This design comes from an exercise in tuning for small area, a short achievable clock period and few clock cycles on the open sky130 flow, not from production work.

run A:
==> module wn_dot, before the edit <==
module wn_dot #(
   parameter int unsigned NCH  = 16,
   parameter int unsigned DW   = 8,
   parameter int unsigned AW   = 4,
   parameter int unsigned ACCW = 2*DW+AW,
   parameter int unsigned OW   = DW
) (
   input  logic                     clk,
   input  logic                     xrst,
   input  logic                     start,
   input  logic [AW-1:0]            len,
   input  logic                     relu,
   output logic [AW-1:0]            x_raddr,
   input  logic signed [DW-1:0]     x_rdata,
   output logic [NCH*AW-1:0]        w_raddr,
   input  logic signed [NCH*DW-1:0] w_rdata,
   output logic [NCH*OW-1:0]        y,
   output logic                     busy,
   output logic                     finish
);
   localparam logic [ACCW-1:0] K_TERM = 20'hfab00;
   localparam int unsigned NCOPY = 4;
   localparam int unsigned SPLIT = 12;
   logic          r_busy;
   logic          r_run;       
   logic [AW-1:0] r_addr;
   logic [AW-1:0] r_len_m1;
   logic          r_relu;
   logic          r_first1, r_first2;
   logic          r_last1, r_last2;
   logic          r_finish;
   logic [ACCW-1:0] r_pre;     
   logic w_accept, w_fetch, w_last;
   assign w_accept = start & ~r_busy;
   assign w_fetch  = w_accept | r_run;
   assign w_last   = w_accept ? (len == AW'(1)) : (r_run & (r_addr == r_len_m1));
   always_ff @(posedge clk or negedge xrst) begin
      if (!xrst) begin
         r_busy   <= 1'b0;
         r_run    <= 1'b0;
         r_addr   <= '0;
         r_len_m1 <= '0;
         r_relu   <= 1'b0;
         r_first1 <= 1'b0;
         r_first2 <= 1'b0;
         r_last1  <= 1'b0;
         r_last2  <= 1'b0;
         r_finish <= 1'b0;
      end else begin
         r_busy   <= w_accept | (r_busy & ~r_last2);
         r_run    <= w_fetch & ~w_last;
         r_addr   <= (w_fetch & ~w_last) ? r_addr + AW'(1) : '0;
         if (w_accept) begin
            r_len_m1 <= len - AW'(1);
            r_relu   <= relu;
         end
         r_first1 <= w_accept;
         r_first2 <= r_first1;
         r_last1  <= w_last;
         r_last2  <= r_last1;
         r_finish <= r_last2;
      end
   end
   always_ff @(posedge clk) begin
      if (w_accept) r_pre <= ACCW'({len == '0, len}) * K_TERM;
   end
   logic [3:0] w_one, w_two, w_neg;
   always_comb begin
      for (int k = 0; k < 4; k++) begin
         logic b2, b1, b0;
         b2 = x_rdata[2*k+1];
         b1 = x_rdata[2*k];
         b0 = (k == 0) ? 1'b0 : x_rdata[2*k-1];
         w_one[k] = b1 ^ b0;
         w_two[k] = (b2 & ~b1 & ~b0) | (~b2 & b1 & b0);
         w_neg[k] = b2;
      end
   end
   logic [3:0] r_one0, r_two0, r_neg0;
   always_ff @(posedge clk) begin
      r_one0 <= w_one;
      r_two0 <= w_two;
      r_neg0 <= w_neg;
   end
   logic [3:0] r_one1, r_two1, r_neg1;
   always_ff @(posedge clk) begin
      r_one1 <= w_one;
      r_two1 <= w_two;
      r_neg1 <= ~w_neg;
   end
   logic [3:0] r_one2, r_two2, r_neg2;
   always_ff @(posedge clk) begin
      r_one2 <= w_one;
      r_two2 <= ~w_two;
      r_neg2 <= w_neg;
   end
   logic [3:0] r_one3, r_two3, r_neg3;
   always_ff @(posedge clk) begin
      r_one3 <= w_one;
      r_two3 <= ~w_two;
      r_neg3 <= ~w_neg;
   end
   logic [DW-1:0]   r_w   [NCH];
   logic [ACCW-1:0] r_acc [NCH];    
   logic [ACCW-1:0] w_sum [NCH];
   logic            r_cs  [NCH];    
   logic            w_cs  [NCH];
   for (genvar c = 0; c < NCH; c++) begin : g_ch
      logic [ACCW-1:0] w_ain;
      logic [3:0]      w_c_one, w_c_two, w_c_neg;
      assign w_ain = r_first2 ? r_pre : r_acc[c];
      always_comb begin
         if (c / (NCH / NCOPY) == 0) begin
            w_c_one = r_one0;
            w_c_two = r_two0;
            w_c_neg = r_neg0;
         end
         else if (c / (NCH / NCOPY) == 1) begin
            w_c_one = r_one1;
            w_c_two = r_two1;
            w_c_neg = ~r_neg1;
         end
         else if (c / (NCH / NCOPY) == 2) begin
            w_c_one = r_one2;
            w_c_two = ~r_two2;
            w_c_neg = r_neg2;
         end
         else if (c / (NCH / NCOPY) == 3) begin
            w_c_one = r_one3;
            w_c_two = ~r_two3;
            w_c_neg = ~r_neg3;
         end
         else begin
            w_c_one = r_one0;
            w_c_two = r_two0;
            w_c_neg = r_neg0;
         end
      end
      wn_dot_mac u_mac (.i_one(w_c_one), .i_two(w_c_two), .i_neg(w_c_neg), .i_w(r_w[c]),
                        .i_acc(w_ain), .i_cs(r_cs[c] & ~r_first2), .o_cs(w_cs[c]),
                        .o_sum(w_sum[c]));
      always_ff @(posedge clk) begin
         r_w[c]   <= w_rdata[c*DW +: DW];
         r_acc[c] <= w_sum[c];
         r_cs[c]  <= w_cs[c];
      end
   end
   always_comb begin
      for (int c = 0; c < NCH; c++) begin
         logic [ACCW-1:0] a;
         a = {r_acc[c][ACCW-1:SPLIT] + (ACCW-SPLIT)'(r_cs[c]), r_acc[c][SPLIT-1:0]};
         if (r_relu && a[ACCW-1])                                y[c*OW +: OW] = '0;
         else if (a[ACCW-1:OW-1] == '0 || a[ACCW-1:OW-1] == '1) y[c*OW +: OW] = a[OW-1:0];
         else if (a[ACCW-1])                                     y[c*OW +: OW] = {1'b1, {(OW-1){1'b0}}};
         else                                                    y[c*OW +: OW] = {1'b0, {(OW-1){1'b1}}};
      end
   end
   assign x_raddr = r_addr;
   assign w_raddr = {NCH{r_addr}};
   assign busy    = r_busy;
   assign finish  = r_finish;
endmodule
clock: 8.0 ns
lec_check: 0
abc_area: 1
cap_margin: 20
core_margin: 2
core_utilization: 40
setup_slack_margin: 3.5
slew_margin: 20
run.sh (not shown) runs the stock make flow with config.mk's settings and CLKGATE_MAP_FILE= SYNTH_SCRIPT=/design/flow/synth_recipe.tcl, a recipe that flattens the netlist after the stock synthesis.
Setup changes, run A to run B
--- a/flow/design.v
+++ b/flow/design.v
@@ -16,20 +16,20 @@
    input  logic signed [NCH*DW-1:0] w_rdata,
    output logic [NCH*OW-1:0]        y,
    output logic                     busy,
    output logic                     finish
 );
    localparam logic [ACCW-1:0] K_TERM = 20'hfab00;
-   localparam int unsigned NCOPY = 4;
+   localparam int unsigned NCOPY = 8;
    localparam int unsigned SPLIT = 12;
    logic          r_busy;
    logic          r_run;       
    logic [AW-1:0] r_addr;
    logic [AW-1:0] r_len_m1;
    logic          r_relu;
-   logic          r_first1, r_first2;
+   logic          r_first1;    
    logic          r_last1, r_last2;
    logic          r_finish;
    logic [ACCW-1:0] r_pre;     
    logic w_accept, w_fetch, w_last;
    assign w_accept = start & ~r_busy;
    assign w_fetch  = w_accept | r_run;
@@ -39,26 +39,24 @@
          r_busy   <= 1'b0;
          r_run    <= 1'b0;
          r_addr   <= '0;
          r_len_m1 <= '0;
          r_relu   <= 1'b0;
          r_first1 <= 1'b0;
-         r_first2 <= 1'b0;
          r_last1  <= 1'b0;
          r_last2  <= 1'b0;
          r_finish <= 1'b0;
       end else begin
          r_busy   <= w_accept | (r_busy & ~r_last2);
          r_run    <= w_fetch & ~w_last;
          r_addr   <= (w_fetch & ~w_last) ? r_addr + AW'(1) : '0;
          if (w_accept) begin
             r_len_m1 <= len - AW'(1);
             r_relu   <= relu;
          end
          r_first1 <= w_accept;
-         r_first2 <= r_first1;
          r_last1  <= w_last;
          r_last2  <= r_last1;
          r_finish <= r_last2;
       end
    end
    always_ff @(posedge clk) begin
@@ -97,21 +95,45 @@
    logic [3:0] r_one3, r_two3, r_neg3;
    always_ff @(posedge clk) begin
       r_one3 <= w_one;
       r_two3 <= ~w_two;
       r_neg3 <= ~w_neg;
    end
+   logic [3:0] r_one4, r_two4, r_neg4;
+   always_ff @(posedge clk) begin
+      r_one4 <= ~w_one;
+      r_two4 <= w_two;
+      r_neg4 <= w_neg;
+   end
+   logic [3:0] r_one5, r_two5, r_neg5;
+   always_ff @(posedge clk) begin
+      r_one5 <= ~w_one;
+      r_two5 <= w_two;
+      r_neg5 <= ~w_neg;
+   end
+   logic [3:0] r_one6, r_two6, r_neg6;
+   always_ff @(posedge clk) begin
+      r_one6 <= ~w_one;
+      r_two6 <= ~w_two;
+      r_neg6 <= w_neg;
+   end
+   logic [3:0] r_one7, r_two7, r_neg7;
+   always_ff @(posedge clk) begin
+      r_one7 <= ~w_one;
+      r_two7 <= ~w_two;
+      r_neg7 <= ~w_neg;
+   end
    logic [DW-1:0]   r_w   [NCH];
    logic [ACCW-1:0] r_acc [NCH];    
    logic [ACCW-1:0] w_sum [NCH];
    logic            r_cs  [NCH];    
    logic            w_cs  [NCH];
    for (genvar c = 0; c < NCH; c++) begin : g_ch
       logic [ACCW-1:0] w_ain;
       logic [3:0]      w_c_one, w_c_two, w_c_neg;
-      assign w_ain = r_first2 ? r_pre : r_acc[c];
+      assign w_ain = r_acc[c];
       always_comb begin
          if (c / (NCH / NCOPY) == 0) begin
             w_c_one = r_one0;
             w_c_two = r_two0;
             w_c_neg = r_neg0;
          end
@@ -127,25 +149,45 @@
          end
          else if (c / (NCH / NCOPY) == 3) begin
             w_c_one = r_one3;
             w_c_two = ~r_two3;
             w_c_neg = ~r_neg3;
          end
+         else if (c / (NCH / NCOPY) == 4) begin
+            w_c_one = ~r_one4;
+            w_c_two = r_two4;
+            w_c_neg = r_neg4;
+         end
+         else if (c / (NCH / NCOPY) == 5) begin
+            w_c_one = ~r_one5;
+            w_c_two = r_two5;
+            w_c_neg = ~r_neg5;
+         end
+         else if (c / (NCH / NCOPY) == 6) begin
+            w_c_one = ~r_one6;
+            w_c_two = ~r_two6;
+            w_c_neg = r_neg6;
+         end
+         else if (c / (NCH / NCOPY) == 7) begin
+            w_c_one = ~r_one7;
+            w_c_two = ~r_two7;
+            w_c_neg = ~r_neg7;
+         end
          else begin
             w_c_one = r_one0;
             w_c_two = r_two0;
             w_c_neg = r_neg0;
          end
       end
       wn_dot_mac u_mac (.i_one(w_c_one), .i_two(w_c_two), .i_neg(w_c_neg), .i_w(r_w[c]),
-                        .i_acc(w_ain), .i_cs(r_cs[c] & ~r_first2), .o_cs(w_cs[c]),
+                        .i_acc(w_ain), .i_cs(r_cs[c]), .o_cs(w_cs[c]),
                         .o_sum(w_sum[c]));
       always_ff @(posedge clk) begin
          r_w[c]   <= w_rdata[c*DW +: DW];
-         r_acc[c] <= w_sum[c];
-         r_cs[c]  <= w_cs[c];
+         r_acc[c] <= r_first1 ? r_pre : w_sum[c];
+         r_cs[c]  <= w_cs[c] & ~r_first1;
       end
    end
    always_comb begin
       for (int c = 0; c < NCH; c++) begin
          logic [ACCW-1:0] a;
          a = {r_acc[c][ACCW-1:SPLIT] + (ACCW-SPLIT)'(r_cs[c]), r_acc[c][SPLIT-1:0]};
==> results.txt <==
- Diff run A -> run B | depth of the critical timing path with buffers and inverters included | increase of 2
- Of run B and run A, the run reporting the higher share of the clock period used by the worst path after layout was run B.
- More vias were needed by run B than by run A.
- Re area of all placed cells without fillers: run B is 0.75% up on run A.
- Compared to run A, run B has non-clock buffer count about 1.1% lower.
- Of run B and run A, it is run B that has the higher final critical-path required period.
- Lower final worst-path setup slack among run B and run A: run B
No functional check of the RTL was part of any run of this note.

port drivers added, routing unchanged:
The flow's constraints put no driver on any port. The routed layouts listed below were extracted and timed again, unchanged, in two steps. Step 1 assumes that a clkbuf_16 drives the clock port and a buf_2 every other input. Step 2 times the ports against the registers' clock, not the clock port: input delays grow and output delays shrink by t, the midpoint of the rising clock arrivals with the driver on. Three values: ideal, step 1, step 2; two values: the first two.
run	shift t [ns]	setup slack, ns	cell pins on the clock port's net
run A	0.742	3.472 / 3.393 / 3.085	1
run B	0.744	3.363 / 3.288 / 3.125	1
After both steps every run listed still meets setup and hold. For run A, which loses most, drivers alone change the setup slack by -0.079 ns; drivers and shift together by -0.387 ns.
